Background: an optimization exercise with open tools, aiming at a short achievable clock period and few clock cycles per item. Do not read the settings as production practice.
Only simulation tests tie the RTL to the original design; equivalence was not proved.
No driver is modelled on the clock port, so clocking that relies on it looks cheaper here than on a real chip.

run A:
==> flow/design.v <==
package risc_pkg;
    localparam int DATA_W     = 32;     
    localparam int INSTR_W    = 16;     
    localparam int REG_ADDR_W = 3;      
    localparam int NUM_REGS   = 8;      
    localparam int IMM6_W     = 6;      
    localparam int IMM9_W     = 9;      
    localparam int OPC_W      = 4;      
    typedef enum logic [OPC_W-1:0] {
        OP_NOP  = 4'd0,
        OP_ADD  = 4'd1,
        OP_SUB  = 4'd2,
        OP_AND  = 4'd3,
        OP_OR   = 4'd4,
        OP_XOR  = 4'd5,
        OP_ADDI = 4'd6,
        OP_LI   = 4'd7,
        OP_LW   = 4'd8,
        OP_SW   = 4'd9
    } opcode_t;
    typedef enum logic [1:0] {
        FWD_NONE = 2'd0,     
        FWD_MEM  = 2'd1,     
        FWD_WB   = 2'd2      
    } fwd_sel_t;
    typedef struct packed {
        logic                  valid;
        opcode_t               op;
        logic [REG_ADDR_W-1:0] rd;
        logic [REG_ADDR_W-1:0] rs1;
        logic [REG_ADDR_W-1:0] rs2;        
        logic [DATA_W-1:0]     imm;        
        logic                  reg_wr;
        logic                  mem_rd;
        logic                  mem_wr;
        logic                  use_imm;    
        logic                  uses_rs1;
        logic                  uses_rs2;
    } decoded_t;
    typedef struct packed {
        logic                  valid;
        logic                  reg_wr;
        logic                  mem_rd;
        logic                  mem_wr;
        logic [REG_ADDR_W-1:0] rd;
        logic [DATA_W-1:0]     result;       
        logic [DATA_W-1:0]     store_data;
    } ex_mem_t;
    typedef struct packed {
        logic              wr_en;
        logic              rd_en;
        logic [DATA_W-1:0] addr;
        logic [DATA_W-1:0] wdata;
    } dmem_req_t;
    typedef struct packed {
        logic                  wr_en;
        logic [REG_ADDR_W-1:0] rd;
        logic [DATA_W-1:0]     data;
    } wb_t;
endpackage
module risc_top (
    input  logic         risc_clk,
    input  logic         risc_rst,         
    input  logic [15:0]  instr_i,
    input  logic         instr_valid_i,
    output logic         instr_ready_o,
    output logic         dmem_wr_en_o,
    output logic         dmem_rd_en_o,
    output logic [31:0]  dmem_addr_o,
    output logic [31:0]  dmem_wdata_o,
    input  logic [31:0]  dmem_rdata_i,     
    output logic         carry_o,
    output logic         zero_o
);
    logic [3:0] i_op;
    logic       i_alu3, i_addi, i_li, i_lw, i_sw;
    logic [2:0] i_ra, i_rb, i_rc;
    assign i_op   = instr_i[15:12];
    assign i_alu3 = (i_op >= 4'd1) && (i_op <= 4'd5);
    assign i_addi = (i_op == 4'd6);
    assign i_li   = (i_op == 4'd7);
    assign i_lw   = (i_op == 4'd8);
    assign i_sw   = (i_op == 4'd9);
    assign i_ra   = (i_alu3 | i_addi | i_lw | i_sw) ? instr_i[8:6] : 3'd0;    
    assign i_rb   = i_alu3 ? instr_i[5:3] : 3'd0;
    assign i_rc   = i_sw ? instr_i[11:9] : 3'd0;                             
    logic        rdy_q;              
    logic        stall_q;            
    logic        rdi;                
    logic        d_we, d_ld, d_st, d_flag;    
    logic        d_sub, d_logic, d_useimm, d_nli;
    logic [1:0]  d_lop;
    logic [2:0]  d_rd, d_ra, d_rb, d_rc;      
    logic [2:0]  d_ra_f, d_rb_f;              
    logic [8:0]  d_imm;              
    logic        d_imms;             
    logic        stall_nx;
    assign instr_ready_o = rdy_q;
    assign rdi           = ~stall_q;
    assign stall_nx = rdi & d_ld & d_we & instr_valid_i &
                      ((i_ra == d_rd) | (i_rb == d_rd));
    always_ff @(posedge risc_clk or negedge risc_rst)
    begin
        if (!risc_rst)
        begin
            rdy_q   <= 1'b0;     
            stall_q <= 1'b0;
            d_we    <= 1'b0;
            d_ld    <= 1'b0;
            d_st    <= 1'b0;
            d_flag  <= 1'b0;
        end
        else
        begin
            rdy_q   <= ~stall_nx;
            stall_q <= stall_nx;
            if (rdi)
            begin
                d_we   <= instr_valid_i & rdy_q & (i_alu3 | i_addi | i_li | i_lw) & (instr_i[11:9] != 3'd0);
                d_ld   <= instr_valid_i & rdy_q & i_lw;
                d_st   <= instr_valid_i & rdy_q & i_sw;
                d_flag <= instr_valid_i & rdy_q & (i_alu3 | i_addi);
            end
        end
    end
    always_ff @(posedge risc_clk)
    begin
        if (rdi)
        begin
            d_sub    <= (i_op == 4'd2);
            d_logic  <= (i_op == 4'd3) | (i_op == 4'd4) | (i_op == 4'd5);
            d_lop    <= i_op[1:0];       
            d_useimm <= i_addi | i_li | i_lw | i_sw;
            d_nli    <= ~i_li;
            d_rd     <= instr_i[11:9];
            d_ra     <= i_ra;
            d_rb     <= i_rb;
            d_rc     <= i_rc;
            d_ra_f   <= instr_i[8:6];
            d_rb_f   <= instr_i[5:3];
            d_imm    <= i_li ? instr_i[8:0] : {{3{instr_i[5]}}, instr_i[5:0]};
            d_imms   <= i_li ? instr_i[8] : instr_i[5];
        end
    end
    logic        ex_we, ex_ld, ex_st, ex_flag;
    logic        ex_sub, ex_logic;
    logic [1:0]  ex_lop;
    logic [2:0]  ex_rd;
    logic [31:0] ex_a, ex_b;         
    logic [2:0]  ex_rc;              
    logic [31:0] x;                  
    logic [31:0] lres;               
    logic [31:0] cy;                 
    logic [31:0] alu0, alu1;         
    logic [31:0] alu;
    assign x    = ex_a ^ ex_b;
    assign lres = (ex_lop == 2'd3) ? (ex_a & ex_b) :
                  (ex_lop == 2'd0) ? (ex_a | ex_b) : x;
    always_comb
    begin
        logic [31:0] g, t;
        g    = ex_a & ex_b;
        t    = x;
        g[0] = g[0] | (t[0] & ex_sub);
        for (int l = 0; l < 5; l++)
            for (int i = 31; i >= 0; i--)
                if (i >= (1 << l))
                begin
                    g[i] = g[i] | (t[i] & g[i - (1 << l)]);
                    t[i] = t[i] & t[i - (1 << l)];
                end
        cy = {g[30:0], ex_sub};
    end
    assign alu0 = ex_logic ? lres : x;
    assign alu1 = ex_logic ? lres : ~x;
    assign alu  = (cy & alu1) | (~cy & alu0);
    logic        m_we, m_flag, m_arith;
    logic        m_a31, m_b31;       
    logic        rd_q, wr_q;         
    logic        m_ld;               
    logic [2:0]  m_rd;
    logic [31:0] m_res;
    logic [31:0] m_wdata;
    logic [31:0] mval;               
    logic        m_carry;
    logic [31:0] regs [1:7];
    logic [7:1]  rvalid;             
    assign mval = m_ld ? dmem_rdata_i : m_res;
    assign m_carry = m_arith & ((m_a31 & m_b31) | ((m_a31 | m_b31) & ~m_res[31]));
    function automatic logic [31:0] rdnx(input logic [2:0] s,
                                         input logic       mw,
                                         input logic [2:0] md,
                                         input logic [31:0] mv,
                                         input logic [7:1] v);
        rdnx = 32'd0;
        for (int k = 1; k < 8; k++)
            if (s == k[2:0] && v[k])
                rdnx = regs[k];
        if (mw && md == s)
            rdnx = mv;
    endfunction
    logic [31:0] rfa_q, rfb_q;
    always_ff @(posedge risc_clk)
    begin
        rfa_q <= rdi ? rdnx(instr_i[8:6], m_we, m_rd, mval, rvalid) : rdnx(d_ra_f, m_we, m_rd, mval, rvalid);
        rfb_q <= rdi ? rdnx(instr_i[5:3], m_we, m_rd, mval, rvalid) : rdnx(d_rb_f, m_we, m_rd, mval, rvalid);
    end
    logic        hxa, hxb;           
    logic [31:0] oa, ob;             
    logic [31:0] a_nx, b_nx;
    logic [31:0] bimm;
    logic [31:0] binv;
    assign hxa  = ex_we && ex_rd == d_ra;
    assign hxb  = ex_we && ex_rd == d_rb && !d_useimm;
    assign oa   = (m_we && m_rd == d_ra) ? mval : (rfa_q & {32{d_nli}});     
    assign ob   = (m_we && m_rd == d_rb) ? mval : rfb_q;
    assign bimm = {{23{d_imms}}, d_imm};
    assign binv = {32{d_sub}};
    assign a_nx = hxa ? alu : oa;
    assign b_nx = hxb ? ((cy & (alu1 ^ binv)) | (~cy & (alu0 ^ binv)))
                      : (d_useimm ? bimm : ob ^ binv);
    always_ff @(posedge risc_clk or negedge risc_rst)
    begin
        if (!risc_rst)
        begin
            ex_we   <= 1'b0;
            ex_ld   <= 1'b0;
            ex_st   <= 1'b0;
            ex_flag <= 1'b0;
        end
        else
        begin
            ex_we   <= d_we & rdi;           
            ex_ld   <= d_ld & rdi;
            ex_st   <= d_st & rdi;
            ex_flag <= d_flag & rdi;
        end
    end
    always_ff @(posedge risc_clk)
    begin
        ex_sub   <= d_sub;
        ex_logic <= d_logic;
        ex_lop   <= d_lop;
        ex_rd    <= d_rd;
        ex_a     <= a_nx;
        ex_b     <= b_nx;
        ex_rc    <= d_rc;
    end
    always_ff @(posedge risc_clk or negedge risc_rst)
    begin
        if (!risc_rst)
        begin
            m_we    <= 1'b0;
            m_flag  <= 1'b0;
            rd_q    <= 1'b0;
            wr_q    <= 1'b0;
            carry_o <= 1'b0;
            zero_o  <= 1'b0;
            rvalid  <= '0;
        end
        else
        begin
            m_we   <= ex_we;
            m_flag <= ex_flag;
            rd_q   <= ex_ld;
            wr_q   <= ex_st;
            if (m_flag)
            begin
                carry_o <= m_carry;
                zero_o  <= (m_res == 32'd0);
            end
            if (m_we)
                rvalid[m_rd] <= 1'b1;
        end
    end
    always_ff @(posedge risc_clk)
    begin
        m_rd    <= ex_rd;
        m_ld    <= ex_ld;
        m_res   <= alu;
        m_arith <= ~ex_logic;
        m_a31   <= ex_a[31];
        m_b31   <= ex_b[31];
        m_wdata <= rdnx(ex_rc, m_we, m_rd, mval, rvalid);      
        if (m_we)
            regs[m_rd] <= mval;
    end
    assign dmem_rd_en_o = rd_q;
    assign dmem_wr_en_o = wr_q;
    assign dmem_addr_o  = m_res;
    assign dmem_wdata_o = m_wdata;
endmodule
export LEC_CHECK = 0
export ABC_CLOCK_PERIOD_IN_PS = 2000
export CAP_MARGIN = 20
export CORE_MARGIN = 2
export CORE_UTILIZATION = 40
export SETUP_SLACK_MARGIN = 4.6
export SLEW_MARGIN = 20
export TNS_END_PERCENT = 100
create_clock -name core_clock -period 6.8 [get_ports {risc_clk}]
standard.sh (not shown) runs the stock make flow with config.mk's settings and CLKGATE_MAP_FILE= SYNTH_SCRIPT=/design/flow/synth_recipe.tcl, a recipe that flattens the netlist after the stock synthesis.
==> flow/flow/run.sh <==
#!/bin/bash
# The standard layout (standard.sh) with these changes to how it is made:
#  - ABC maps the logic with flow/abc_speed.script (strash, dch, delay-driven map) instead of
#    ORFS's default speed script; the script is swapped in a private copy of ORFS's scripts/
#  - ADDER_MAP_FILE is empty, so adders stay plain logic for ABC instead of fa/ha cells
#  - port buffers are buf_4 (resizable within the buf footprint) instead of clkdlybuf4s50_1
set -euo pipefail
W=$(pwd)
rm -rf "$W/orfs_scripts"
cp -r "$FLOW_HOME/scripts" "$W/orfs_scripts"
cp "$W/flow/abc_speed.script" "$W/orfs_scripts/abc_speed.script"
ARGS=("SCRIPTS_DIR=$W/orfs_scripts" "ADDER_MAP_FILE=" "BUFFER_PORTS_ARGS=-buffer_cell sky130_fd_sc_hd__buf_4")
bash standard.sh "${ARGS[@]}" cts > standard_flow_cts.log 2>&1
RESULTS_DIR="$W/orfs/results/$FLOW_PLATFORM/risc_top/base" \
  openroad -no_init -exit "$W/flow/clock_root.tcl" > clock_root.log 2>&1
bash standard.sh "${ARGS[@]}" finish > standard_flow_finish.log 2>&1
==> flow/flow/abc_speed.script <==
strash
dch -f
map -D 800
topo
buffer -c
upsize -D 800
dnsize -D 800
stime -c
==> flow/flow/clock_root.tcl <==
read_db $::env(RESULTS_DIR)/4_cts.odb
set block [ord::get_db_block]
set port_net [$block findNet risc_clk]
set root ""
foreach it [$port_net getITerms] {
  set inst [$it getInst]
  if {[string match "*clkbuf*" [[$inst getMaster] getName]]} { set root $inst }
}
if {$root eq "" || [llength [$port_net getITerms]] != 1} {
  puts "clock_root: no single root buffer on the clock port, layout left as it is"
  exit 0
}
set out_net [[$root findITerm X] getNet]
set sinks {}
foreach it [$out_net getITerms] {
  if {[$it getInst] ne $root} { lappend sinks $it }
}
if {[llength $sinks] > 4 || [llength [$out_net getBTerms]] > 0} {
  puts "clock_root: root buffer drives [llength $sinks] pins, layout left as it is"
  exit 0
}
puts "clock_root: removing [$root getName], port now drives [llength $sinks] buffers"
foreach it $sinks {
  $it disconnect
  $it connect $port_net
}
foreach it [$root getITerms] { $it disconnect }
odb::dbInst_destroy $root
odb::dbNet_destroy $out_net
write_db $::env(RESULTS_DIR)/4_cts.odb
Testbench counts of run A, summed over its fixed seeds: cycles 16,344, instructions 16,000.
## Diff of input files: run B against run A
==> flow/flow/run.sh <==
#!/bin/bash
# The standard layout (standard.sh) with three changes to how it is made:
#  - ABC maps the logic with flow/abc_speed.script (strash, dch, delay-driven map) instead of
#    ORFS's default speed script; the script is swapped in a private copy of ORFS's scripts/
#  - ADDER_MAP_FILE is empty, so adders stay plain logic for ABC instead of fa/ha cells
#  - port buffers are buf_4 (resizable within the buf footprint) instead of clkdlybuf4s50_1
# Registers, their names and cell types are those of the standard synthesis.
set -euo pipefail
W=$(pwd)
rm -rf "$W/orfs_scripts"
cp -r "$FLOW_HOME/scripts" "$W/orfs_scripts"
cp "$W/flow/abc_speed.script" "$W/orfs_scripts/abc_speed.script"
bash standard.sh "SCRIPTS_DIR=$W/orfs_scripts" "ADDER_MAP_FILE=" \
  "BUFFER_PORTS_ARGS=-buffer_cell sky130_fd_sc_hd__buf_4" finish > standard_flow.log 2>&1
removed: flow/flow/clock_root.tcl
Findings:
- Via count on run B is ahead of run A.
- Summary of run B over run A: number of routed nets with antenna violations barely changed, post-synth design cell area barely changed, core utilization of the finished layout dropped 0.36 points, first-pass GRT wire length climbed 0.31%.

static timing again, ports no longer ideal:
Ports are ideal in the flow. The routed layouts listed here were re-timed in OpenROAD.
Step 1 assumes that a clkbuf_16 drives the clock port and a buf_2 every other input.
Step 2 also shifts input and output timing later by t, the mid clock arrival at the registers, as if the neighbouring blocks saw the same clock.
Three values: ideal ports, drivers, drivers and shift; two values: the first two.
run	t (ns)	slack for setup (ns)	worst register clock-pin slew, ns	worst data-port slew with drivers (ns)	pins driven straight from the clock port
run A	0.578	4.095 / 4.174 / 3.596	0.07 / 0.07	0.15	4
run B	0.713	4.226 / 4.193 / 3.523	0.07 / 0.07	0.09	1
After both steps setup and hold are still met in every run listed. For run B, which loses most, drivers alone change the setup slack by -0.033 ns; drivers and shift together by -0.703 ns.
